From an optimization exercise on the open Yosys and OpenROAD flow, aimed at small area, a short achievable clock period and few clock cycles per item; shortcuts taken in it are not production practice. The RTL was checked by simulation tests, not by an equivalence proof against the original design. Power and IR drop assume default switching activity.

==> flow/design.v <==
package bpc_pkg;
  localparam int TBL_DEPTH  = 16;
  localparam int FREE_DEPTH = TBL_DEPTH;
  localparam int USED_DEPTH = TBL_DEPTH;
  localparam int SIZE_W     = 32;
  localparam int HANDLE_W   = 48;
  localparam int IDX_W      = (TBL_DEPTH > 1) ? $clog2(TBL_DEPTH) : 1;
  localparam int CNT_W      = $clog2(TBL_DEPTH + 1);
  localparam int RATIO_W    = 9;
  localparam int THR_W      = 5;
  localparam int PROD_W     = SIZE_W + RATIO_W;
  localparam logic [RATIO_W-1:0] RATIO_ONE  = RATIO_W'(256);
  localparam logic [RATIO_W-1:0] RATIO_RST  = '0;
  localparam logic [THR_W-1:0]   THR_RST    = THR_W'(10);
  localparam logic [1:0] ACT_ALLOC   = 2'd0;
  localparam logic [1:0] ACT_BIND    = 2'd1;
  localparam logic [1:0] ACT_RELEASE = 2'd2;
  localparam logic [1:0] ACT_NONE    = 2'd3;
  localparam logic [2:0] STS_REUSED    = 3'd0;
  localparam logic [2:0] STS_NEED      = 3'd1;
  localparam logic [2:0] STS_BOUND     = 3'd2;
  localparam logic [2:0] STS_POOLED    = 3'd3;
  localparam logic [2:0] STS_WILD      = 3'd4;
  localparam logic [2:0] STS_POOL_FULL = 3'd5;
  localparam logic [2:0] STS_USED_FULL = 3'd6;
  localparam logic CFG_RATIO  = 1'b0;
  localparam logic CFG_THRESH = 1'b1;
  typedef enum logic [1:0] {ST_IDLE, ST_SCAN, ST_FIN} state_t;
  typedef struct packed {
    logic load;
    logic shift;
  } cell_ctl_t;
  typedef struct packed {
    logic                append;
    logic [SIZE_W-1:0]   app_size;
    logic [HANDLE_W-1:0] app_handle;
    logic                remove;
    logic [IDX_W-1:0]    rm_idx;
  } tbl_cmd_t;
  function automatic logic [PROD_W-1:0] scaled_size(input logic [SIZE_W-1:0] s,
                                                    input logic [RATIO_W-1:0] r);
    logic [PROD_W-1:0] p;
    p = s * r;
    scaled_size = p >> 8;
  endfunction
endpackage
module bpc_cmp #(parameter int W = 32) (
  input  logic [W-1:0] a,
  input  logic [W-1:0] b,
  output logic         gt,
  output logic         eq
);
  localparam int L = $clog2(W);
  localparam int P = 1 << L;
  logic [L:0][P-1:0] g, e;
  always_comb begin
    g = '0;
    e = '0;
    for (int k = 0; k < P; k++) begin
      if (k < W) begin
        g[0][k] = a[k] & ~b[k];
        e[0][k] = ~(a[k] ^ b[k]);
      end else begin
        g[0][k] = 1'b0;
        e[0][k] = 1'b1;
      end
    end
    for (int l = 0; l < L; l++)
      for (int k = 0; k < (P >> (l + 1)); k++) begin
        g[l+1][k] = g[l][2*k+1] | (e[l][2*k+1] & g[l][2*k]);
        e[l+1][k] = e[l][2*k+1] & e[l][2*k];
      end
  end
  assign gt = g[L][0];
  assign eq = e[L][0];
endmodule
module bpc_scale_csa (
  input  logic [31:0] a,
  input  logic [7:0]  r,
  output logic [39:0] x0,
  output logic [39:0] x1,
  output logic [39:0] x2
);
  logic [7:0][39:0] pp;
  logic [39:0] s1, c1, s2, c2, s3, c3, s4, c4;
  always_comb begin
    for (int k = 0; k < 8; k++) pp[k] = {8'b0, a & {32{r[k]}}} << k;
  end
  assign s1 = pp[0] ^ pp[1] ^ pp[2];
  assign c1 = ((pp[0] & pp[1]) | (pp[0] & pp[2]) | (pp[1] & pp[2])) << 1;
  assign s2 = pp[3] ^ pp[4] ^ pp[5];
  assign c2 = ((pp[3] & pp[4]) | (pp[3] & pp[5]) | (pp[4] & pp[5])) << 1;
  assign s3 = s1 ^ c1 ^ s2;
  assign c3 = ((s1 & c1) | (s1 & s2) | (c1 & s2)) << 1;
  assign s4 = c2 ^ pp[6] ^ pp[7];
  assign c4 = ((c2 & pp[6]) | (c2 & pp[7]) | (pp[6] & pp[7])) << 1;
  assign x0 = s3 ^ c3 ^ s4;
  assign x1 = ((s3 & c3) | (s3 & s4) | (c3 & s4)) << 1;
  assign x2 = c4;
endmodule
module bpc_scale_add (
  input  logic [39:0] x0,
  input  logic [39:0] x1,
  input  logic [39:0] x2,
  input  logic [31:0] a,
  input  logic        full,    
  output logic [31:0] y
);
  logic [39:0] s, c, p;
  assign s = x0 ^ x1 ^ x2;
  assign c = ((x0 & x1) | (x0 & x2) | (x1 & x2)) << 1;
  assign p = s + c;
  assign y = full ? a : p[39:8];
endmodule
import bpc_pkg::*;
module buffer_pool_ratio_fit_cache_top (
  input  logic               clk,
  input  logic               rst,
  input  logic               s_tvalid,
  output logic               s_tready,
  input  logic [87:0]        s_tdata,    
  output logic               m_tvalid,
  input  logic               m_tready,
  output logic [135:0]       m_tdata,    
  input  logic               cfg_we,
  input  logic               cfg_index,
  input  logic [RATIO_W-1:0] cfg_data
);
  localparam int N = TBL_DEPTH;
  logic [RATIO_W-1:0] ratio;
  logic [THR_W-1:0]   drop_threshold;
  logic         busy;
  logic [4:0]   ptr;
  logic [N-1:0] rc, rp;
  logic        a_valid, b_valid;
  logic [81:0] a_data, b_data;
  logic [1:0]          act;
  logic [SIZE_W-1:0]   rsize;
  logic [HANDLE_W-1:0] rhandle;
  assign act     = a_data[1:0];
  assign rsize   = a_data[33:2];
  assign rhandle = a_data[81:34];
  logic                w_valid;
  logic [1:0]          w_act;
  logic [SIZE_W-1:0]   w_rsize;
  logic [HANDLE_W-1:0] w_rhandle;
  logic [N-1:0]        w_fsel;      
  logic                w_fclr;      
  logic                w_hit;       
  logic                w_uwen;      
  logic [N-1:0]        w_ufirst;    
  logic                w_uclr;
  logic                w_fwen;      
  logic [SIZE_W-1:0]   w_usize;     
  logic [39:0]         w_m0, w_m1, w_m2;    
  logic [2:0]          w_status;
  logic                w_ev;
  logic                o_valid;
  logic [2:0]          o_status;
  logic [HANDLE_W-1:0] o_h;
  logic [SIZE_W-1:0]   o_s;
  logic                o_ev, o_hsel;
  logic [N-1:0]               f_valid;
  logic [N-1:0][SIZE_W-1:0]   f_size, f_scaled;
  logic [N-1:0][HANDLE_W-1:0] f_handle;
  logic [CNT_W-1:0]           f_count;
  logic [N-1:0][N-1:0]        f_older, f_gt;    
  logic [N-1:0]               u_valid;
  logic [N-1:0][SIZE_W-1:0]   u_size;
  logic [N-1:0][HANDLE_W-1:0] u_handle;
  logic [CNT_W-1:0]           u_count;
  logic [N-1:0][N-1:0]        u_older;
  for (genvar i = 0; i < N; i++) begin : g_rc
    assign rc[i] = busy && (ptr == 5'(i));
  end
  logic w_go, w_app;
  assign w_go  = w_valid && (!o_valid || m_tready);
  assign w_app = w_valid && w_fwen;
  logic [N-1:0]        fsel_w;
  logic [SIZE_W-1:0]   f_rd_size;
  logic [HANDLE_W-1:0] f_rd_handle;
  always_comb begin
    fsel_w      = (w_valid ? w_fsel : '0) | rc;
    f_rd_size   = '0;
    f_rd_handle = '0;
    for (int i = 0; i < N; i++)
      if (fsel_w[i]) begin
        f_rd_size   = f_rd_size | f_size[i];
        f_rd_handle = f_rd_handle | f_handle[i];
      end
  end
  logic [SIZE_W-1:0]   u_wsize;
  logic [HANDLE_W-1:0] u_whandle;
  assign u_wsize   = (w_act == ACT_BIND) ? w_rsize : f_rd_size;
  assign u_whandle = (w_act == ACT_BIND) ? w_rhandle : f_rd_handle;
  logic [SIZE_W-1:0] m_out;
  bpc_scale_add u_scale_add (.x0(w_m0), .x1(w_m1), .x2(w_m2), .a(w_usize), .full(ratio[8]),
                             .y(m_out));
  logic [N-1:0] g_gt, g_eq;
  for (genvar i = 0; i < N; i++) begin : g_gcmp
    bpc_cmp u_g (.a(f_size[i]), .b(w_usize), .gt(g_gt[i]), .eq(g_eq[i]));
  end
  logic [N-1:0] u_slot, f_slot, u_wr, f_wr;
  always_comb begin
    for (int i = 0; i < N; i++) begin
      u_slot[i] = !u_valid[i];
      f_slot[i] = !f_valid[i];
      for (int j = 0; j < i; j++) begin
        if (!u_valid[j]) u_slot[i] = 1'b0;
        if (!f_valid[j]) f_slot[i] = 1'b0;
      end
    end
    u_wr = (w_go && w_uwen) ? u_slot : '0;
    f_wr = (w_go && w_fwen) ? f_slot : '0;
  end
  logic cmp_go, alloc_go, rel_go, used_full, free_full, evict_ok;
  logic [CNT_W-1:0] u_cnt_e, f_cnt_e;
  assign u_cnt_e   = u_count + CNT_W'(w_valid && w_uwen) - CNT_W'(w_valid && w_uclr);
  assign f_cnt_e   = f_count + CNT_W'(w_valid && w_fwen) - CNT_W'(w_valid && w_fclr);
  assign used_full = u_cnt_e[CNT_W-1];
  assign free_full = f_cnt_e[CNT_W-1];
  assign cmp_go    = a_valid && !busy;
  assign alloc_go  = cmp_go && (act == ACT_ALLOC) && !used_full;
  assign rel_go    = cmp_go && (act == ACT_RELEASE);
  assign evict_ok  = (f_cnt_e != '0) && (f_cnt_e >= CNT_W'(drop_threshold));
  logic [N-1:0] f_live, u_live;
  assign f_live = f_valid & ~((w_valid && w_fclr) ? w_fsel : '0);
  assign u_live = u_valid & ~((w_valid && w_uclr) ? w_ufirst : '0);
  logic [N-1:0] u_match, u_first, u_sel, dup_first;
  logic         found, multi, dup;
  logic [SIZE_W-1:0] u_rd_size;
  always_comb begin
    for (int i = 0; i < N; i++)
      u_match[i] = rel_go && u_live[i] && (u_handle[i] == rhandle);
    for (int i = 0; i < N; i++) begin
      u_first[i] = u_match[i];
      for (int j = 0; j < N; j++)
        if (j != i && u_match[j] && u_older[j][i]) u_first[i] = 1'b0;
    end
    found = |u_match;
    multi = |(u_match & ~u_first);
    u_sel = dup ? dup_first : u_match;
    u_rd_size = '0;
    for (int i = 0; i < N; i++)
      if (u_sel[i]) u_rd_size = u_rd_size | u_size[i];
  end
  logic [N-1:0] r_gt, r_eq, s_gt, s_eq;
  for (genvar i = 0; i < N; i++) begin : g_cmp
    bpc_cmp u_r (.a(f_size[i]),   .b(rsize), .gt(r_gt[i]), .eq(r_eq[i]));   
    bpc_cmp u_s (.a(f_scaled[i]), .b(rsize), .gt(s_gt[i]), .eq(s_eq[i]));   
  end
  logic n_gt, n_eq;
  bpc_cmp u_n (.a(w_usize), .b(rsize), .gt(n_gt), .eq(n_eq));
  logic [N-1:0] ge, fit, f_first, ev_min, ev_max, f_sel;
  logic hit, hit_o, fit_n, known_n, min_n, max_n, ev_less, ev_more, all_less, all_more, ge_n;
  logic stall_f, stall_u, stall;
  always_comb begin
    for (int i = 0; i < N; i++) begin
      ge[i]  = r_gt[i] || r_eq[i];
      fit[i] = alloc_go && f_live[i] && ge[i] && !s_gt[i];
    end
    for (int i = 0; i < N; i++) begin
      f_first[i] = fit[i];
      for (int j = 0; j < N; j++)
        if (j != i && fit[j] && f_older[j][i]) f_first[i] = 1'b0;
    end
    for (int i = 0; i < N; i++) begin
      ev_min[i] = f_live[i];
      ev_max[i] = f_live[i];
      for (int j = 0; j < N; j++) begin
        if (j != i && f_live[j]) begin
          if (!(f_gt[j][i] || (!f_gt[i][j] && f_older[i][j]))) ev_min[i] = 1'b0;
          if (!(f_gt[i][j] || (!f_gt[j][i] && f_older[i][j]))) ev_max[i] = 1'b0;
        end
      end
    end
    ge_n     = n_gt || n_eq;
    known_n  = (ratio == '0) || ratio[8];
    fit_n    = alloc_go && w_app && ((ratio == '0) ? ge_n : (ratio[8] && n_eq));
    hit_o    = |fit;
    hit      = hit_o || fit_n;
    min_n    = w_app && &(~f_live | g_gt);
    max_n    = w_app && &(~f_live | (~g_gt & ~g_eq));
    for (int i = 0; i < N; i++) begin
      if (w_app && g_gt[i]) ev_min[i] = 1'b0;
      if (w_app && !g_gt[i] && !g_eq[i]) ev_max[i] = 1'b0;
    end
    all_less = ~|(f_live & ge) && !(w_app && ge_n);
    all_more = &(~f_live | r_gt) && !(w_app && !n_gt);
    ev_less  = alloc_go && evict_ok && all_less;
    ev_more  = alloc_go && evict_ok && all_more && !hit;
    for (int i = 0; i < N; i++)
      f_sel[i] = f_first[i] || (!hit_o && fit_n && f_slot[i]) ||
                 (ev_less && (min_n ? f_slot[i] : ev_min[i])) ||
                 (ev_more && (max_n ? f_slot[i] : ev_max[i]));
    stall_f = alloc_go && !hit_o && w_app && ge_n && !known_n;
    stall_u = rel_go && !found && w_valid && w_uwen && (u_whandle == rhandle);
    stall   = stall_f || stall_u || (multi && !dup);
  end
  logic [SIZE_W-1:0] m_in;
  logic [39:0]       m_x0, m_x1, m_x2;
  assign m_in = busy ? f_rd_size : u_rd_size;
  bpc_scale_csa u_scale_csa (.a(m_in), .r(ratio[7:0]), .x0(m_x0), .x1(m_x1), .x2(m_x2));
  logic e_go;
  assign e_go = cmp_go && (!w_valid || w_go) && !stall;    
  logic [2:0] r_status;
  logic       r_ev;
  always_comb begin
    unique case (act)
      ACT_ALLOC: begin
        r_status = used_full ? STS_USED_FULL : (hit ? STS_REUSED : STS_NEED);
        r_ev     = ev_less || ev_more;
      end
      ACT_BIND: begin
        r_status = used_full ? STS_USED_FULL : STS_BOUND;
        r_ev     = used_full;
      end
      default: begin
        r_status = !found ? STS_WILD : (free_full ? STS_POOL_FULL : STS_POOLED);
        r_ev     = !found || free_full;
      end
    endcase
  end
  logic e_uwen, e_uclr, e_fwen, e_fclr;
  assign e_uwen = !used_full && ((act == ACT_ALLOC && hit) || act == ACT_BIND);
  assign e_uclr = (act == ACT_RELEASE) && found;
  assign e_fwen = e_uclr && !free_full;
  assign e_fclr = hit || ev_less || ev_more;
  always_ff @(posedge clk) begin
    if (rst) dup <= 1'b0;
    else     dup <= rel_go && multi && (!dup || !e_go);
    dup_first <= u_first;
  end
  always_ff @(posedge clk) begin
    if (rst) begin
      w_valid <= 1'b0;
      u_count <= '0;
      f_count <= '0;
    end else begin
      w_valid <= e_go || (w_valid && !w_go);
      u_count <= u_count + CNT_W'(w_go && w_uwen) - CNT_W'(w_go && w_uclr);
      f_count <= f_count + CNT_W'(w_go && w_fwen) - CNT_W'(w_go && w_fclr);
    end
  end
  logic w_free;
  assign w_free = !w_valid || w_go;
  always_ff @(posedge clk) begin
    if (w_free) begin
      w_act     <= act;
      w_rsize   <= rsize;
      w_rhandle <= rhandle;
      w_fsel    <= f_sel;
      w_fclr    <= e_fclr;
      w_hit     <= hit;
      w_uwen    <= e_uwen;
      w_ufirst  <= u_sel;
      w_uclr    <= e_uclr;
      w_fwen    <= e_fwen;
      w_status  <= r_status;
      w_ev      <= r_ev;
    end
    if (w_free) begin
      w_usize <= m_in;
      w_m0    <= m_x0;
      w_m1    <= m_x1;
      w_m2    <= m_x2;
    end
  end
  always_ff @(posedge clk) begin
    if (rst) begin
      u_valid <= '0;
      f_valid <= '0;
      rp      <= '0;
    end else begin
      u_valid <= (u_valid | u_wr) & ~((w_go && w_uclr) ? w_ufirst : '0);
      f_valid <= (f_valid | f_wr) & ~((w_go && w_fclr) ? w_fsel : '0);
      rp      <= rc;
    end
  end
  for (genvar i = 0; i < N; i++) begin : g_slot
    always_ff @(posedge clk) begin
      if (u_wr[i]) begin
        u_size[i]   <= u_wsize;
        u_handle[i] <= u_whandle;
      end
      if (f_wr[i]) begin
        f_size[i]   <= w_usize;
        f_handle[i] <= w_rhandle;
      end
      if (f_wr[i] || rp[i]) f_scaled[i] <= m_out;
    end
    for (genvar j = 0; j < N; j++) begin : g_pair
      if (i < j) begin : g_age
        logic u_old, f_old;    
        always_ff @(posedge clk) begin
          if (u_wr[j])      u_old <= 1'b1;
          else if (u_wr[i]) u_old <= 1'b0;
          if (f_wr[j])      f_old <= 1'b1;
          else if (f_wr[i]) f_old <= 1'b0;
        end
        assign u_older[i][j] = u_old;
        assign u_older[j][i] = !u_old;
        assign f_older[i][j] = f_old;
        assign f_older[j][i] = !f_old;
      end else if (i == j) begin : g_diag
        assign u_older[i][j] = 1'b0;
        assign f_older[i][j] = 1'b0;
        assign f_gt[i][j]    = 1'b0;
      end
      if (i != j) begin : g_size
        logic gt;              
        always_ff @(posedge clk) begin
          if (f_wr[i])      gt <= !g_gt[j] && !g_eq[j];
          else if (f_wr[j]) gt <= g_gt[i];
        end
        assign f_gt[i][j] = gt;
      end
    end
  end
  always_ff @(posedge clk) begin
    if (rst) begin
      ratio          <= RATIO_RST;
      drop_threshold <= THR_RST;
      busy           <= 1'b0;
      ptr            <= '0;
    end else begin
      if (busy) begin
        ptr <= ptr + 5'd1;
        if (ptr == 5'd16) busy <= 1'b0;
      end
      if (cfg_we) begin
        if (cfg_index == CFG_RATIO) begin
          ratio <= (cfg_data > RATIO_ONE) ? RATIO_ONE : cfg_data;
          busy  <= (f_count != '0);
          ptr   <= '0;
        end else begin
          drop_threshold <= cfg_data[THR_W-1:0];
        end
      end
    end
  end
  logic take, a_free;
  assign s_tready = !b_valid;
  assign take     = s_tvalid && !b_valid && (s_tdata[1:0] != ACT_NONE);
  assign a_free   = !a_valid || e_go;
  always_ff @(posedge clk) begin
    if (rst) begin
      a_valid <= 1'b0;
      b_valid <= 1'b0;
    end else begin
      if (a_free) begin
        a_valid <= b_valid || take;
        b_valid <= 1'b0;
      end else if (take) begin
        b_valid <= 1'b1;
      end
    end
  end
  always_ff @(posedge clk) begin
    if (a_free) a_data <= b_valid ? b_data : s_tdata[81:0];
    if (!b_valid) b_data <= s_tdata[81:0];
  end
  always_ff @(posedge clk) begin
    if (rst) begin
      o_valid <= 1'b0;
    end else begin
      o_valid <= w_go || (o_valid && !m_tready);
    end
  end
  always_ff @(posedge clk) begin
    if (w_go) begin
      o_status <= w_status;
      o_h      <= (w_act == ACT_ALLOC) ? f_rd_handle : w_rhandle;
      o_s      <= f_rd_size;
      o_ev     <= w_ev;
      o_hsel   <= w_hit;
    end
  end
  assign m_tvalid = o_valid;
  assign m_tdata  = {4'b0, o_ev ? o_h : '0, o_ev, o_hsel ? o_s : '0, o_hsel ? o_h : '0,
                     o_status};
endmodule
==> flow/flow/run.sh <==
#!/bin/bash
set -euo pipefail
bash standard.sh SETUP_SLACK_MARGIN=7.5 finish > make.log 2>&1
==> flow/standard.sh <==
#!/bin/bash
# synth_recipe.tcl (not shown) runs the flow's synth.tcl, then flattens the netlist and writes it again
# the make line also repeats each setting of config.mk as NAME=value (left out here)
make -C /OpenROAD-flow-scripts/flow DESIGN_CONFIG=/design/flow/config.mk WORK_HOME=/design/flow/orfs CLKGATE_MAP_FILE= SYNTH_SCRIPT=/design/flow/synth_recipe.tcl "${@:-finish}"
==> flow/config.mk <==
export PLATFORM = sky130hd
export DESIGN_NAME = buffer_pool_ratio_fit_cache_top
export DESIGN_NICKNAME = buffer_pool_ratio_fit_cache_top
export VERILOG_FILES = /design/flow/design.v
export SDC_FILE = /design/flow/constraint.sdc
export NUM_CORES = 4
export LEC_CHECK = 0
export CAP_MARGIN = 35
export CORE_MARGIN = 2
export CORE_UTILIZATION = 40
export PLACE_DENSITY = 0.5
export SLEW_MARGIN = 35
==> flow/constraint.sdc <==
create_clock -name core_clock -period 13.0 [get_ports {clk}]
set_input_delay 2.6000 -clock core_clock [delete_from_list [all_inputs] [get_ports {clk}]]
set_output_delay 2.6000 -clock core_clock [all_outputs]
set_load 0.01 [all_outputs]
==> impl_summary.log, run 1 <==
INFO  metric status = complete, no violations
INFO  metric grt_first_pass_wirelength = 1310000 um
INFO  metric timing.critical_path.mode_cell = sky130_fd_sc_hd__buf_4
INFO  metric viasPerCell = 6.59
INFO  metric critical_path_arrival = 6.56 ns
INFO  metric worst-endpoint-required = 13.79 ns
INFO  metric clk_pin_slew = 0.07 ns
INFO  metric yosys.cell_types.count = 105
INFO  metric hp-class = register to register
INFO  metric critical_path_cell_count = 18
INFO  metric leakagePower = 0.0896 uW
INFO  metric wl_per_cell = 40.1 um
INFO  metric timing.critical_path.fanout_max = 16
INFO  metric p_per_area = 131 nW/um2
INFO  metric totalWireLength = 1000000 um
INFO  metric max-vdd-ir-drop = 0.000135 V
INFO  metric timing.fmax = 0.173 GHz
INFO  metric rsz0062_at_grt = true
INFO  metric numPortBuffers = 230
INFO  metric relSlewSlack = 19.1%
INFO  metric finalSetupTns = 0 ns
INFO  metric synth_cells = 16600
INFO  metric timing.hold.worst_path_depth = 0
INFO  metric max_stage_delay = 0.73 ns
INFO  metric layout_min_cycle_time = 5.77 ns
INFO  metric async_flop_share = 0%
INFO  metric htree_num_levels = 5
INFO  metric r2r_cells = 18
INFO  metric dr_total_vias = 164000
INFO  metric gpl_congestion = 1.08
INFO  metric placement_rows = 264
INFO  metric boundaryPins = 241
INFO  metric cts.sinks = 4156
INFO  metric number_of_antenna_violations_at_the_first_check_in_global_routing = 106
INFO  metric max_cap_viol_count = 0
INFO  metric criticalPathCategory = register to register
INFO  metric final_nets = 19500
INFO  metric final-setup-viol-count = 0
INFO  metric dr.pass1.iters = 9
INFO  metric ys_top_cells_by_area = sky130_fd_sc_hd__edfxtp_1 (54%), sky130_fd_sc_hd__ha_1 (9.8%), sky130_fd_sc_hd__dfxtp_1 (4.1%)
INFO  metric startpoint_type = register
INFO  metric crit_path_end_kind = register
INFO  metric gr-total-overflow = 0
INFO  metric post-route-period-util = 44.4%
INFO  metric synth_ff_type = sky130_fd_sc_hd__edfxtp_1
INFO  metric nFillCells = 46300
INFO  metric avgSynthCellArea = 12.5 um2
INFO  metric postSynthRegisterBits = 4156
INFO  metric area_growth_syn_to_layout = 19.1%
INFO  metric drtAntennaViolNets = 0
INFO  metric cts-buffers-inserted = 464
INFO  metric multi_input_logic_area = 86200 um2
INFO  metric drc_errors = 0
INFO  metric dp_worst_setup_slack = 5.10 ns
INFO  metric synthesis.yosys.warnings = 3
INFO  metric crit_buf_inv = 8
INFO  metric initialDrtViolationCount = 25400
INFO  metric cts-root-buf = sky130_fd_sc_hd__clkbuf_16
INFO  metric ctsHoldBuffers = 0
INFO  metric chipHeight = 725 um
INFO  metric worstReg2RegStart = a_data[19]$_DFFE_PP_
INFO  metric sequential_cell_area = 121000 um2
INFO  metric finalMaxSlewViolations = 0
INFO  metric start_util = 40.2%
INFO  metric globalRouteTotalUtil = 36.2%
INFO  metric timing_hold_violations_final = 0
INFO  metric cts_tree = yes
INFO  metric coreArea = 517000 um2
INFO  metric holdCritStartpoint = w_status[2]$_DFFE_PN_
INFO  metric cpLargestDelayFamily = simple AND/OR/NAND/NOR gates
INFO  metric cp-startpoint = a_data[19]$_DFFE_PP_
INFO  metric die_width = 725 um
INFO  metric yosysTopAreaCellShare = 53.9%
INFO  metric crit_chain = buf_4, inv_4, buf_12, ha_1, nand4_1, or4_4, nand3b_1, o211ai_1, o21ai_2, buf_4, a311o_2, nand4_1, buf_4, nor3_2, buf_4, o41ai_4, buf_12, clkbuf_16
INFO  metric floorplan.die_area = 526000 um2
INFO  metric synth.yosys.seq_area_share = 58.0%
INFO  metric grt_start_max_net_pins = 101
INFO  metric post-route-worst-setup-slack = 7.23 ns
INFO  metric cts_max_path_buffers = 4
INFO  metric clk_latency = 1.14 ns
INFO  metric synthDominantAreaCellType = sky130_fd_sc_hd__edfxtp_1
INFO  metric layout-drive-gt1-share = 14.0%
INFO  metric via_count_of_the_first_global_routing_pass = 152000
INFO  metric syn-cell-area = 208000 um2
INFO  metric critical-path-slowest-cell = sky130_fd_sc_hd__or4_4
INFO  metric tightestPinTransition = 1.20 ns
INFO  metric dp_hpwl = 633000 um
INFO  metric final.setup_skew = 0.146 ns
INFO  metric number_of_flops_mapped_to_enable_cells_by_yosys = 3735
-- worst register-to-register path, cell delays in order, from the launching register on --
cell and delay, ns:
sky130_fd_sc_hd__edfxtp_1 0.36, sky130_fd_sc_hd__buf_4 0.19, sky130_fd_sc_hd__inv_4 0.18, sky130_fd_sc_hd__buf_12 0.25, sky130_fd_sc_hd__ha_1 0.21, sky130_fd_sc_hd__nand4_1 0.22
sky130_fd_sc_hd__or4_4 0.73, sky130_fd_sc_hd__nand3b_1 0.58, sky130_fd_sc_hd__o211ai_1 0.38, sky130_fd_sc_hd__o21ai_2 0.12, sky130_fd_sc_hd__buf_4 0.20, sky130_fd_sc_hd__a311o_2 0.44
sky130_fd_sc_hd__nand4_1 0.11, sky130_fd_sc_hd__buf_4 0.22, sky130_fd_sc_hd__nor3_2 0.08, sky130_fd_sc_hd__buf_4 0.20, sky130_fd_sc_hd__o41ai_4 0.49, sky130_fd_sc_hd__buf_12 0.24
sky130_fd_sc_hd__clkbuf_16 0.26
-- sequential cells by signal, summed over array words and instances, names as in the netlist, 32 cells and up --
name,cells
f_handle,768
u_handle,768
f_scaled,512
f_size,512
u_size,512
g_slot.g_pair.g_size.gt,240
g_slot.g_pair.g_age.f_old,120
g_slot.g_pair.g_age.u_old,120
a_data,82
b_data,82
o_h,48
w_rhandle,48
w_m0,35
w_m1,34
o_s,32
w_m2,32
w_rsize,32
w_usize,32
-- power breakdown --
part	internal [uW]	switching [uW]
combinational	1140	2550
sequential	14900	167
clock	7800	5900
-- what timing repair did --
item | in CTS | in global routing
hold endpoints to repair | 0 | 0
buffers inserted | 168 | 187
pin swaps | 48 | 76
cloned | 19 | 28
setup endpoints to repair | 1092 | 729
gates resized for setup | 623 | 359
-- cells by family after synthesis --
family / share of synthesized area [%]
buffers and inverters: 2.49
muxes: 0.528
DFF: 58.0
AOI/OAI and AO/OA: 13.1
adders and majority gates: 11.5
and+or+nand+nor: 11.1
xor gates and xnor gates: 3.19
other: 0.00180
-- cell usage after synthesis (32+ instances only) --
cell type                   number
sky130_fd_sc_hd__o31ai_1        55
sky130_fd_sc_hd__o32ai_1        44
sky130_fd_sc_hd__a22oi_1       703
sky130_fd_sc_hd__nor2b_1       116
sky130_fd_sc_hd__edfxtp_1     3735
sky130_fd_sc_hd__nand2b_1      125
sky130_fd_sc_hd__nor2_1        847
sky130_fd_sc_hd__o21ai_0       579
sky130_fd_sc_hd__nand2_1      1107
sky130_fd_sc_hd__o21bai_1       32
sky130_fd_sc_hd__a211oi_1      154
sky130_fd_sc_hd__fa_1          185
sky130_fd_sc_hd__or3_1          47
sky130_fd_sc_hd__o22ai_1        51
sky130_fd_sc_hd__a21oi_1       768
sky130_fd_sc_hd__clkbuf_1      484
sky130_fd_sc_hd__buf_2         174
sky130_fd_sc_hd__a21o_1        240
sky130_fd_sc_hd__o2111ai_1      54
sky130_fd_sc_hd__a31oi_1        58
sky130_fd_sc_hd__or2_2          39
sky130_fd_sc_hd__a211o_1        37
sky130_fd_sc_hd__dfxtp_1       421
sky130_fd_sc_hd__a22o_1        177
sky130_fd_sc_hd__ha_1         1622
sky130_fd_sc_hd__buf_1          65
sky130_fd_sc_hd__a221o_1        32
sky130_fd_sc_hd__o221ai_1       33
sky130_fd_sc_hd__nor3_1        621
sky130_fd_sc_hd__and3_1        149
sky130_fd_sc_hd__xnor2_1       616
sky130_fd_sc_hd__nand4_1       534
sky130_fd_sc_hd__nand3b_1       40
sky130_fd_sc_hd__a2111oi_0     193
sky130_fd_sc_hd__nor4_1        148
sky130_fd_sc_hd__o21a_1         41
sky130_fd_sc_hd__and2_1        231
sky130_fd_sc_hd__and4_1         73
sky130_fd_sc_hd__xor2_1        142
sky130_fd_sc_hd__inv_1         544
sky130_fd_sc_hd__o211ai_1       58
sky130_fd_sc_hd__mux2_2         94
sky130_fd_sc_hd__a222oi_1       54
sky130_fd_sc_hd__a221oi_1      255
sky130_fd_sc_hd__nand3_1       417
-- worst paths after layout --
check | slack [ns] | end
worst min register to register | 0.42 | o_status[2]$_DFFE_PP_
worst max register to register | 7.23 | a_data[17]$_DFFE_PP_
worst max-delay path | 7.23 | a_data[17]$_DFFE_PP_
worst min-delay path | 0.42 | o_status[2]$_DFFE_PP_
-- cell usage in the layout (no fill, tap or decap), types with 93 or more instances in the layout --
cell,count
sky130_fd_sc_hd__a2111oi_0,140
sky130_fd_sc_hd__a211oi_1,143
sky130_fd_sc_hd__a21o_1,231
sky130_fd_sc_hd__a21oi_1,710
sky130_fd_sc_hd__a221oi_1,254
sky130_fd_sc_hd__a22o_1,175
sky130_fd_sc_hd__a22oi_1,701
sky130_fd_sc_hd__and2_1,229
sky130_fd_sc_hd__and3_1,148
sky130_fd_sc_hd__buf_12,130
sky130_fd_sc_hd__buf_4,678
sky130_fd_sc_hd__buf_6,94
sky130_fd_sc_hd__clkbuf_16,495
sky130_fd_sc_hd__clkdlybuf4s50_1,227
sky130_fd_sc_hd__dfxtp_1,413
sky130_fd_sc_hd__edfxtp_1,3735
sky130_fd_sc_hd__fa_1,184
sky130_fd_sc_hd__ha_1,1618
sky130_fd_sc_hd__inv_1,460
sky130_fd_sc_hd__nand2_1,1079
sky130_fd_sc_hd__nand2b_1,109
sky130_fd_sc_hd__nand3_1,409
sky130_fd_sc_hd__nand4_1,534
sky130_fd_sc_hd__nor2_1,807
sky130_fd_sc_hd__nor2b_1,108
sky130_fd_sc_hd__nor3_1,573
sky130_fd_sc_hd__nor4_1,93
sky130_fd_sc_hd__o21ai_0,547
sky130_fd_sc_hd__xnor2_1,607
sky130_fd_sc_hd__xor2_1,142
-- layer usage --
layer	track usage [%]	vias up	wire length [um]
met5	0	-	529
met2	53.5	11400	420000
met3	9.50	2718	121000
met4	19.4	32	69600
met1	48.5	83300	389000
li1	-	66900	-
-- per-stage QoR --
| step | total power, uW | util, % | instances | area [um2] | hold slack [ns] |
|---|---|---|---|---|---|
| after floorplan | 16700 | - | 16600 | 208000 | 0.400 |
| after global placement | 18400 | 42.9 | 23600 | 222000 | 0.404 |
| after detailed placement | 18500 | 43.1 | 23600 | 223000 | 0.407 |
| after CTS | 32200 | 47.0 | 24700 | 243000 | 0.422 |
| after global routing | 33100 | 47.8 | 24900 | 248000 | 0.432 |
| final | 32400 | 47.9 | 25000 | 248000 | 0.424 |
-- cell type report --
class,count,area share [%]
Multi-Input combinational cell,11200,34.8
Antenna cell,44,0.0445
Inverter,549,1.00
Sequential cell,4156,48.7
Clock inverter,291,1.32
Clock buffer,577,4.99
Timing Repair Buffer,1267,5.63
Tap cell,6916,3.49
Testbench counts, summed over its fixed seeds: cycles 12,521, items 12,000.
==> run 2: changes to the inputs <==
==> flow/flow/run.sh (replaced) <==
#!/bin/bash
set -euo pipefail
bash standard.sh SETUP_SLACK_MARGIN=8 finish > make.log 2>&1
==> run 2 against run 1 <==
  * Non-clock buffer count grew 602
  * Fmax up 4.6%
  * Worst hold slack about the same
  * Core utilization rose by 2.4 points
  * Global-route usage grew 1.9 points
  * Combinational power up 13%
  * Largest cell class unchanged
  * Largest power group unchanged
  * Highest routed layer unchanged
==> impl_summary.log, run 2 <==
INFO  metric placement_rows = 264 (unchanged)
INFO  metric timing_hold_violations_final = 0 (unchanged)
INFO  metric worst-endpoint-required = 13.87 ns (+0.08 ns)
INFO  metric max-vdd-ir-drop = 0.000133 V (-2.0%)
INFO  metric synth_top_cells_by_count = sky130_fd_sc_hd__edfxtp_1 (3735), sky130_fd_sc_hd__ha_1 (1622), sky130_fd_sc_hd__nand2_1 (1107), sky130_fd_sc_hd__nor2_1 (847), sky130_fd_sc_hd__a21oi_1 (768)
INFO  metric gpl_congestion = 1.08 (unchanged)
INFO  metric most_common_cell_after_layout_fill_and_taps_aside = sky130_fd_sc_hd__edfxtp_1
INFO  metric reg_top3 = f_handle (768), u_handle (768)
INFO  metric relSlewSlack = 17.8% (-1.3 points)
INFO  metric postLayoutCellArea = 260000 um2 (+5.0%)
INFO  metric number_of_flops_mapped_to_enable_cells_by_yosys = 3735 (unchanged)
INFO  metric placed_area = 223000 um2 (unchanged)
INFO  metric layout.core_utilization = 50.3% (+2.4 points)
INFO  metric max_cap_viol_count = 0 (unchanged)
INFO  metric postSynthRegisterBits = 4156 (unchanged)
INFO  metric cts_max_path_buffers = 4 (unchanged)
INFO  metric final_nets = 20100 (+3.1%)
INFO  metric layout_min_cycle_time = 5.52 ns (-0.255 ns)
INFO  metric dr_total_vias = 169000 (+3.1%)
INFO  metric crit_chain = buf_4, buf_6, nand2_1, o21ai_4, buf_6, a22o_1, a221oi_1, nand3_1, nor2_1, buf_4, a21oi_4, buf_12, nand2_1, fa_1, fa_1, inv_2, fa_2
INFO  metric layout.cells.most_common_list = sky130_fd_sc_hd__edfxtp_1 (3735), sky130_fd_sc_hd__ha_1 (1592), sky130_fd_sc_hd__nand2_1 (1000), sky130_fd_sc_hd__buf_4 (938), sky130_fd_sc_hd__nor2_1 (787)
INFO  metric rsz0062_at_grt = true
INFO  metric dp_worst_setup_slack = 5.10 ns (unchanged)
INFO  metric die_width = 725 um (unchanged)
INFO  metric status = complete, no violations
INFO  metric leakagePower = 0.0958 uW (+6.9%)
INFO  metric startpoint_type = register
INFO  metric final.setup_skew = 0.132 ns (-0.0141 ns)
INFO  metric timing.critical_path.fanout_max = 32 (+16)
INFO  metric grt_start_max_net_pins = 101 (unchanged)
INFO  metric cts-buffers-inserted = 464 (unchanged)
INFO  metric async_flop_share = 0% (unchanged)
INFO  metric grt_first_pass_wirelength = 1370000 um (+4.5%)
INFO  metric post-route-period-util = 42.4% (-2.0 points)
INFO  metric chipHeight = 725 um (unchanged)
INFO  metric clk_pin_slew = 0.07 ns (about the same)
INFO  metric start_util = 40.2% (unchanged)
INFO  metric criticalPathCategory = register to register
INFO  metric synth_cells = 16600 (unchanged)
INFO  metric crit_path_end_kind = register
INFO  metric tightestPinTransition = 1.20 ns (+0.00461 ns)
INFO  metric critical-path-slowest-cell = sky130_fd_sc_hd__fa_1
INFO  metric dr.pass1.iters = 10 (+1)
INFO  metric timing.fmax = 0.181 GHz (+4.6%)
INFO  metric synthesis.yosys.warnings = 3 (unchanged)
INFO  metric max_stage_delay = 0.59 ns (-0.14 ns)
INFO  metric area_growth_syn_to_layout = 25.0%
INFO  metric yosysTopAreaCellShare = 53.9% (unchanged)
INFO  metric numPortBuffers = 230 (unchanged)
INFO  metric yosys.cell_types.count = 105 (unchanged)
INFO  metric crit_buf_inv = 6 (-2)
INFO  metric avgSynthCellArea = 12.5 um2 (unchanged)
INFO  metric syn-cell-area = 208000 um2 (unchanged)
INFO  metric critical_path_arrival = 6.38 ns (-0.18 ns)
INFO  metric finalMaxSlewViolations = 0 (unchanged)
INFO  metric via_count_of_the_first_global_routing_pass = 156000 (+2.5%)
INFO  metric floorplan.die_area = 526000 um2 (unchanged)
INFO  metric coreArea = 517000 um2 (unchanged)
INFO  metric clk_latency = 1.13 ns (about the same)
INFO  metric globalRouteTotalUtil = 38.0% (+1.9 points)
INFO  metric hold-worst-slack = 0.424 ns (+0.000343 ns)
INFO  metric totalWireLength = 1040000 um (+4.2%)
INFO  metric initialDrtViolationCount = 26300 (+3.4%)
INFO  metric hp-class = register to register
INFO  metric cts-root-buf = sky130_fd_sc_hd__clkbuf_16
INFO  metric ctsHoldBuffers = 0 (unchanged)
INFO  metric ys_top_cells_by_area = sky130_fd_sc_hd__edfxtp_1 (54%), sky130_fd_sc_hd__ha_1 (9.8%), sky130_fd_sc_hd__dfxtp_1 (4.1%)
INFO  metric synth_ff_type = sky130_fd_sc_hd__edfxtp_1
INFO  metric drc_errors = 0 (unchanged)
INFO  metric dp_hpwl = 633000 um (unchanged)
INFO  metric wl_per_cell = 40.7 um (+1.6%)
INFO  metric p_per_area = 127 nW/um2 (-3.2%)
INFO  metric cts_tree = yes
INFO  metric final-setup-viol-count = 0 (unchanged)
INFO  metric cts.sinks = 4156 (unchanged)
INFO  metric layout-drive-gt1-share = 19.9% (+5.8 points)
INFO  metric synthDominantAreaCellType = sky130_fd_sc_hd__edfxtp_1
INFO  metric yosys.cell_count.top_type = sky130_fd_sc_hd__edfxtp_1
INFO  metric viasPerCell = 6.62 (+0.47%)
INFO  metric htree_num_levels = 5 (unchanged)
INFO  metric post-route-worst-setup-slack = 7.48 ns (+0.255 ns)
INFO  metric finalSetupTns = 0 ns (unchanged)
INFO  metric synth.yosys.seq_area_share = 58.0% (unchanged)
INFO  metric drtAntennaViolNets = 0 (unchanged)
INFO  metric gr-total-overflow = 0 (unchanged)
INFO  metric number_of_antenna_violations_at_the_first_check_in_global_routing = 118 (+11%)
INFO  metric cpLargestDelayFamily = buffers and inverters
INFO  metric boundaryPins = 241 (unchanged)
[run 2: cell count changes in the layout (fill, tap and decap cells not counted), moves of 47 or more]
cell	change
sky130_fd_sc_hd__nand2_1	-79
sky130_fd_sc_hd__buf_4	+260
sky130_fd_sc_hd__buf_16	+80
sky130_fd_sc_hd__dlygate4sd2_1	+47
sky130_fd_sc_hd__buf_6	+128
sky130_fd_sc_hd__buf_12	+141
sky130_fd_sc_hd__clkdlybuf4s50_1	-129
[run 2: cell families (layout without fill, tap and decap cells)]
| logic type | count (synthesis) | after routing | synth area share [%] |
|---|---|---|---|
| and+or+nand+nor | 4614 | 4616 | 11.1 |
| DFF | 4156 | 4156 | 58.0 |
| xor gates and xnor gates | 758 | 758 | 3.19 |
| muxes | 98 | 98 | 0.528 |
| AOI/OAI and AO/OA | 3875 | 3876 | 13.1 |
| adders and majority gates | 1807 | 1807 | 11.5 |
| other | 1 | 91 | 0.00180 |
| buffers and inverters | 1295 | 3287 | 2.49 |
[run 2: final cells by class]
cell class                 count  area [um2]
tap                         6916        8650
timing repair inverter         1        8.76
clock inverter               291        3270
antenna                       87         218
sequential                  4156      121000
timing repair buffer        1869       22700
inverter                     549        2830
multi-input combinational  11200       89400
fill                       45200      257000
clock buffer                 577       12400
[run 2: path summary, 6_finish.rpt]
kind                                             from                    end  slack [ns]  cells past startpoint
worst max-delay path              w_fsel[7]$_DFFE_PN_     w_m0[28]$_DFFE_PN_        7.48                     17
worst min-delay path            w_status[2]$_DFFE_PN_  o_status[2]$_DFFE_PP_        0.42                      0
worst max register to register    w_fsel[7]$_DFFE_PN_     w_m0[28]$_DFFE_PN_        7.48                     17
worst min register to register  w_status[2]$_DFFE_PN_  o_status[2]$_DFFE_PP_        0.42                      0
[run 2: repair_timing]
| action | CTS | global route |
|---|---|---|
| cloned | 98 | 15 |
| pin swaps | 321 | 281 |
| buffers inserted | 681 | 208 |
| endpoints found under the setup margin | 2419 | 1085 |
| resized for setup | 1820 | 651 |
[run 2: power breakdown]
| group | internal [uW] | total (uW) | switching [uW] |
|---|---|---|---|
| registers | 14900 | 15000 | 169 |
| clock network | 7800 | 13700 | 5920 |
| logic | 1430 | 4180 | 2750 |
| total | 24100 | 32900 | 8840 |
[run 2: per-stage QoR]
stage	instances	total power, uW
5_1_grt	25500	33600
2_1_floorplan	16600	16700
3_3_place_gp	23600	18400
3_5_place_dp	23600	18500
6_report	25600	32900
4_1_cts	25300	32700
[run 2: routing by layer]
metal	global-route usage [%]	part of all wire, %
met3	10.8	13
met1	50.0	38
met4	23.1	7.8
met2	55.5	42
met5	0.390	0.10
==> run 3: changes to the inputs <==
--- a/flow/design.v
+++ b/flow/design.v
@@ -229,5 +229,6 @@
   logic [N-1:0] u_match, u_first, u_sel, dup_first;
-  logic         found, multi, dup;
+  logic         found, found_o, found_n, multi, dup;
   logic [SIZE_W-1:0] u_rd_size;
   always_comb begin
+    found_n = rel_go && w_valid && w_uwen && (w_act == ACT_BIND) && (w_rhandle == rhandle);
     for (int i = 0; i < N; i++)
@@ -239,8 +240,10 @@
     end
-    found = |u_match;
-    multi = |(u_match & ~u_first);
-    u_sel = dup ? dup_first : u_match;
+    found_o = |u_match;
+    found   = found_o || found_n;
+    multi   = |(u_match & ~u_first);
+    u_sel   = found_o ? (dup ? dup_first : u_match) : (found_n ? u_slot : '0);
     u_rd_size = '0;
     for (int i = 0; i < N; i++)
-      if (u_sel[i]) u_rd_size = u_rd_size | u_size[i];
+      if (u_sel[i] && found_o) u_rd_size = u_rd_size | u_size[i];
+    if (found_n && !found_o) u_rd_size = w_rsize;
   end
@@ -254,4 +257,19 @@
   logic [N-1:0] ge, fit, f_first, ev_min, ev_max, f_sel;
-  logic hit, hit_o, fit_n, known_n, min_n, max_n, ev_less, ev_more, all_less, all_more, ge_n;
-  logic stall_f, stall_u, stall;
+  logic hit, hit_o, fit_n, min_n, max_n, ev_less, ev_more, all_less, all_more, ge_n;
+  logic stall_u, stall;
+  logic [N-1:0] h8;
+  logic [41:0] q_t, q_0, q_1, q_2, q_s1, q_c1, q_s2, q_c2, q_d;
+  logic        sc_le_n;
+  assign q_t  = {2'b0, rsize, 8'hFF};
+  assign q_0  = ~{2'b0, w_m0};
+  assign q_1  = ~{2'b0, w_m1};
+  assign q_2  = ~{2'b0, w_m2};
+  assign q_s1 = q_t ^ q_0 ^ q_1;
+  assign q_c1 = {((q_t[40:0] & q_0[40:0]) | (q_t[40:0] & q_1[40:0]) | (q_0[40:0] & q_1[40:0])),
+                 1'b1};
+  assign q_s2 = q_s1 ^ q_c1 ^ q_2;
+  assign q_c2 = {((q_s1[40:0] & q_c1[40:0]) | (q_s1[40:0] & q_2[40:0]) |
+                  (q_c1[40:0] & q_2[40:0])), 1'b1};
+  assign q_d  = q_s2 + q_c2 + 42'd1;    
+  assign sc_le_n = !q_d[41];
   always_comb begin
@@ -277,4 +295,3 @@
     ge_n     = n_gt || n_eq;
-    known_n  = (ratio == '0) || ratio[8];
-    fit_n    = alloc_go && w_app && ((ratio == '0) ? ge_n : (ratio[8] && n_eq));
+    fit_n    = alloc_go && w_app && (ratio[8] ? n_eq : (ge_n && sc_le_n));
     hit_o    = |fit;
@@ -295,5 +312,6 @@
                  (ev_more && (max_n ? f_slot[i] : ev_max[i]));
-    stall_f = alloc_go && !hit_o && w_app && ge_n && !known_n;
-    stall_u = rel_go && !found && w_valid && w_uwen && (u_whandle == rhandle);
-    stall   = stall_f || stall_u || (multi && !dup);
+    for (int i = 0; i < N; i++) h8[i] = (f_handle[i][7:0] == rhandle[7:0]);
+    stall_u = rel_go && !found_o && w_valid && w_uwen && (w_act == ACT_ALLOC) &&
+              |(w_fsel & h8);
+    stall   = stall_u || (multi && !dup);
   end
==> flow/flow/run.sh (replaced) <==
#!/bin/bash
set -euo pipefail
bash standard.sh SETUP_SLACK_MARGIN=7.5 finish > make.log 2>&1
==> run 3 against run 2 <==
  * Final cell count shrank 3.4%
  * Register-to-register slack lost 0.21 ns
  * Global-route usage shrank 3.1 points
  * First-iteration DRC count shrank 8.7%
  * Critical path type unchanged
==> impl_summary.log, run 3 <==
INFO  metric status = complete, no violations
INFO  metric chipHeight = 722 um (-0.45%)
INFO  metric globalRouteTotalUtil = 35.0% (-3.1 points)
INFO  metric gpl_congestion = 1.05 (-3.4%)
INFO  metric criticalPathCategory = register to register
INFO  metric dp_worst_setup_slack = 5.19 ns (+0.0877 ns)
INFO  metric synth_ff_type = sky130_fd_sc_hd__edfxtp_1
INFO  metric sequential_cell_area = 121000 um2 (unchanged)
INFO  metric layout-drive-gt1-share = 15.9% (-3.9 points)
INFO  metric critical_path_arrival = 6.50 ns (+0.12 ns)
INFO  metric yosys.cell_types.count = 102 (-2.9%)
INFO  metric start_util = 40.2% (about the same)
INFO  metric area_growth_syn_to_layout = 20.8%
INFO  metric max-vdd-ir-drop = 0.000129 V (-2.7%)
INFO  metric r2r_cells = 22 (+5)
INFO  metric ctsHoldBuffers = 0 (unchanged)
INFO  metric worst-endpoint-required = 13.78 ns (-0.09 ns)
INFO  metric relSlewSlack = 29.3% (+12 points)
INFO  metric cts_max_path_buffers = 4 (unchanged)
INFO  metric multi_input_logic_area = 84700 um2 (-5.2%)
INFO  metric share_of_power_burned_in_combinational_logic = 10.5% (-2.2 points)
INFO  metric dp_hpwl = 606000 um (-4.3%)
INFO  metric timing_hold_violations_final = 0 (unchanged)
INFO  metric crit_path_end_kind = register
INFO  metric cts_tree = yes
INFO  metric tightestPinTransition = 1.03 ns (-0.168 ns)
INFO  metric final.setup_skew = 0.120 ns (-0.0119 ns)
INFO  metric power.switching_fraction = 25.8% (-1.1 points)
INFO  metric gr-total-overflow = 0 (unchanged)
INFO  metric timing.fmax = 0.175 GHz (-3.7%)
INFO  metric power_report.internal_total = 23800 uW (-1.4%)
INFO  metric layout.cells.most_common_list = sky130_fd_sc_hd__edfxtp_1 (3735), sky130_fd_sc_hd__ha_1 (1657), sky130_fd_sc_hd__nand2_1 (965), sky130_fd_sc_hd__nor2_1 (882), sky130_fd_sc_hd__buf_4 (801)
INFO  metric cts.sinks = 4156 (unchanged)
INFO  metric worstReg2RegStart = a_data[39]$_DFFE_PP_
INFO  metric finalSetupTns = 0 ns (unchanged)
INFO  metric most_common_cell_after_layout_fill_and_taps_aside = sky130_fd_sc_hd__edfxtp_1
INFO  metric placement_rows = 263 (-0.38%)
INFO  metric share_seq_of_total_power = 46.9% (+1.3 points)
INFO  metric wl_per_cell = 38.2 um (-6.2%)
INFO  metric drc_errors = 0 (unchanged)
INFO  metric cts-buffers-inserted = 461 (-0.65%)
INFO  metric holdCritStartpoint = w_status[1]$_DFFE_PN_
INFO  metric synthDominantAreaCellType = sky130_fd_sc_hd__edfxtp_1
INFO  metric share_clk_of_total_power = 42.5% (+0.8 points)
INFO  metric coreArea = 513000 um2 (-0.82%)
INFO  metric async_flop_share = 0% (unchanged)
INFO  metric syn-cell-area = 206000 um2 (-0.90%)
INFO  metric final_nets = 19600 (-2.7%)
INFO  metric synth.yosys.seq_area_share = 58.5% (+0.53 points)
INFO  metric power_switching = 8240 uW (-6.8%)
INFO  metric dr.pass1.iters = 7 (-3)
INFO  metric die_width = 722 um (-0.45%)
INFO  metric hold-path-endpoint = o_status[1]$_DFFE_PP_
INFO  metric post-route-worst-setup-slack = 7.27 ns (-0.212 ns)
INFO  metric regToRegSetupSlack = 7.27 ns (-0.21 ns)
INFO  metric viasPerCell = 6.40 (-3.3%)
INFO  metric grt_first_pass_wirelength = 1260000 um (-8.2%)
INFO  metric initialDrtViolationCount = 24000 (-8.7%)
INFO  metric cts-root-buf = sky130_fd_sc_hd__clkbuf_16
INFO  metric avgSynthCellArea = 12.7 um2 (+1.1%)
INFO  metric layout_min_cycle_time = 5.73 ns (+0.212 ns)
INFO  metric max_cap_viol_count = 0 (unchanged)
INFO  metric numPortBuffers = 230 (unchanged)
INFO  metric grt_start_max_net_pins = 93 (-7.9%)
INFO  metric leakagePower = 0.0919 uW (-4.0%)
INFO  metric rsz0062_at_grt = true
INFO  metric drtAntennaViolNets = 0 (unchanged)
INFO  metric finalMaxSlewViolations = 0 (unchanged)
INFO  metric synth_cells = 16300 (-2.0%)
INFO  metric via_count_of_the_first_global_routing_pass = 148000 (-5.5%)
INFO  metric hp-class = register to register
INFO  metric yosysTopAreaCellShare = 54.4% (+0.49 points)
INFO  metric placed_area = 221000 um2 (-0.82%)
INFO  metric p_per_area = 129 nW/um2 (+1.5%)
INFO  metric boundaryPins = 241 (unchanged)
INFO  metric number_of_flops_mapped_to_enable_cells_by_yosys = 3735 (unchanged)
INFO  metric reg_top3 = f_handle (768), u_handle (768)
INFO  metric timing.hold.worst_path_depth = 0 (unchanged)
INFO  metric number_of_antenna_violations_at_the_first_check_in_global_routing = 97 (-18%)
INFO  metric clk_latency = 1.11 ns (-0.02 ns)
INFO  metric crit-reg2reg-capture = w_m0[15]$_DFFE_PN_
INFO  metric ys_top_cells_by_area = sky130_fd_sc_hd__edfxtp_1 (54%), sky130_fd_sc_hd__ha_1 (10%), sky130_fd_sc_hd__dfxtp_1 (4.1%)
INFO  metric yosys.cell_count.top_type = sky130_fd_sc_hd__edfxtp_1
INFO  metric nFillCells = 45000 (-0.29%)
INFO  metric floorplan.die_area = 521000 um2 (-0.90%)
INFO  metric post-route-period-util = 44.1% (+1.6 points)
INFO  metric synthesis.yosys.warnings = 3 (unchanged)
INFO  metric postSynthRegisterBits = 4156 (unchanged)
INFO  metric final-setup-viol-count = 0 (unchanged)
INFO  metric clk_pin_slew = 0.06 ns (about the same)
INFO  metric startpoint_type = register
INFO  metric totalWireLength = 945000 um (-9.4%)
INFO  metric timing.critical_path.fanout_max = 6 (-81%)
INFO  metric synth_top_cells_by_count = sky130_fd_sc_hd__edfxtp_1 (3735), sky130_fd_sc_hd__ha_1 (1659), sky130_fd_sc_hd__nand2_1 (1050), sky130_fd_sc_hd__nor2_1 (903), sky130_fd_sc_hd__a21oi_1 (862)
INFO  metric postLayoutCellArea = 249000 um2 (-4.3%)
INFO  metric htree_num_levels = 5 (unchanged)
INFO  metric dr_total_vias = 158000 (-6.5%)
==> run 3: cell types whose count changed in the layout (fill, tap and decap cells not counted), sizes merged, moves of 73 or more <==
cell	before	now
buf	1625	1227
inv	503	655
xor2	142	277
clkdlybuf4s50	98	228
nand3	417	317
and3	149	51
a221oi	255	171
a21oi	796	875
a22oi	703	630
==> run 3: layout make-up <==
type | count | share of cell area (%)
inverters | 672 | 1.21
clock inverters | 252 | 1.16
well taps | 6757 | 3.40
flip-flops and latches | 4156 | 48.5
clock buffers | 608 | 5.06
repair buffers | 1486 | 6.65
multi-input cells | 10800 | 34.0
diodes | 27 | 0.0271
==> run 3: cell families after synthesis <==
logic type	share of synthesized area [%]
buffers and inverters	2.55
AO/OA/AOI/OAI	12.0
XOR/XNOR	3.74
other	0.00182
multiplexers	0.463
AND/OR/NAND/NOR	10.3
adder cells (fa/ha/maj)	12.5
flip-flops	58.5
==> run 3: power groups by stage <==
stage	registers, uW	logic (uW)	clock network [uW]
after global placement	15300	2740	0
final	15000	3370	13600
after floorplan	15200	1410	0
after detailed placement	15300	2820	0
after global routing	15000	3500	14200
after CTS	15000	3190	13700
==> run 3: timing repair <==
item | 4_1_cts | 5_1_grt
setup buffers | 403 | 181
cloned | 36 | 15
pin swaps | 222 | 162
endpoints found under the setup margin | 1280 | 601
gates resized for setup | 895 | 327
==> run 3: per-stage QoR <==
step	utilization, %	hold slack, ns	power [uW]	cells
2_1_floorplan	-	0.400	16600	16300
3_3_place_gp	42.9	0.407	18100	23200
3_5_place_dp	43.1	0.416	18100	23200
4_1_cts	47.8	0.421	31900	24500
5_1_grt	48.5	0.436	32700	24700
6_report	48.5	0.424	32000	24700
==> run 3: worst max path at each step <==
stage	slack (ns)	depth (start not counted)	startpoint	endpoint
4_1_cts	7.34	19	a_data[38]$_DFFE_PP_	w_m0[8]$_DFFE_PN_
2_1_floorplan	7.02	4	m_tready	a_data[0]$_DFFE_PP_
5_1_grt	7.22	23	a_data[1]$_DFFE_PP_	w_m0[22]$_DFFE_PN_
3_5_place_dp	5.19	16	a_data[37]$_DFFE_PP_	w_m0[13]$_DFFE_PN_
3_3_place_gp	5.04	18	a_data[37]$_DFFE_PP_	w_m0[6]$_DFFE_PN_
6_report	7.27	22	a_data[39]$_DFFE_PP_	w_m0[15]$_DFFE_PN_
==> run 3: critical path, stage by stage, from the launching register on <==
cell and delay (ns):
sky130_fd_sc_hd__edfxtp_1 0.42, sky130_fd_sc_hd__buf_12 0.18, sky130_fd_sc_hd__buf_16 0.17, sky130_fd_sc_hd__xnor2_2 0.15, sky130_fd_sc_hd__nand4_1 0.44, sky130_fd_sc_hd__nor4_4 0.44, sky130_fd_sc_hd__nand2_4 0.17, sky130_fd_sc_hd__or2_4 0.33
sky130_fd_sc_hd__o21ai_4 0.17, sky130_fd_sc_hd__buf_12 0.18, sky130_fd_sc_hd__buf_12 0.12, sky130_fd_sc_hd__buf_16 0.12, sky130_fd_sc_hd__a22oi_1 0.09, sky130_fd_sc_hd__nand4_1 0.23, sky130_fd_sc_hd__nor4_4 0.09, sky130_fd_sc_hd__a31oi_4 0.17
sky130_fd_sc_hd__buf_12 0.15, sky130_fd_sc_hd__buf_4 0.13, sky130_fd_sc_hd__nand2_2 0.07, sky130_fd_sc_hd__fa_2 0.51, sky130_fd_sc_hd__fa_2 0.58, sky130_fd_sc_hd__inv_2 0.04, sky130_fd_sc_hd__fa_2 0.41
==> run 3: layer usage <==
| layer | global-route usage, % | part of all wire [%] | vias to the layer above |
|---|---|---|---|
| met4 | 17.9 | 6.6 | 38 |
| li1 | - | - | 65400 |
| met2 | 53.3 | 43 | 9935 |
| met5 | 0 | 0.037 | - |
| met3 | 7.53 | 11 | 2371 |
| met1 | 47.0 | 39 | 80500 |
Testbench counts of run 3, summed over its fixed seeds: cycles 12,175, items 12,000.

## what the ideal ports hide
How much do the figures lean on ideal ports? The routed layouts below were timed once more, with nothing changed but the port constraints.
Step 1 (the two cells are an assumption about what drives the block):
set clk [get_ports {clk}]
set_driving_cell -lib_cell sky130_fd_sc_hd__clkbuf_16 $clk
set_driving_cell -lib_cell sky130_fd_sc_hd__buf_2 [delete_from_list [all_inputs] $clk]
Step 2 times the ports against the registers' clock, not the clock port: input delays grow and output delays shrink by t, the midpoint of the rising clock arrivals with the driver on.
Slacks: ideal ports / drivers / drivers and shift; pairs: ideal ports / drivers.
run | t (ns) | slack for setup (ns) | worst hold slack (ns)
run 1 | 1.191 | 7.229 / 7.229 / 6.310 | 0.424 / 0.424 / 0.424
run 2 | 1.199 | 7.484 / 7.484 / 6.813 | 0.424 / 0.424 / 0.424
run 3 | 1.186 | 7.272 / 7.272 / 6.410 | 0.424 / 0.424 / 0.424
After both steps setup and hold are still met in every run listed. The setup slack of run 1, which loses most, moves by 0.000 ns with the drivers and by -0.919 ns with both steps.
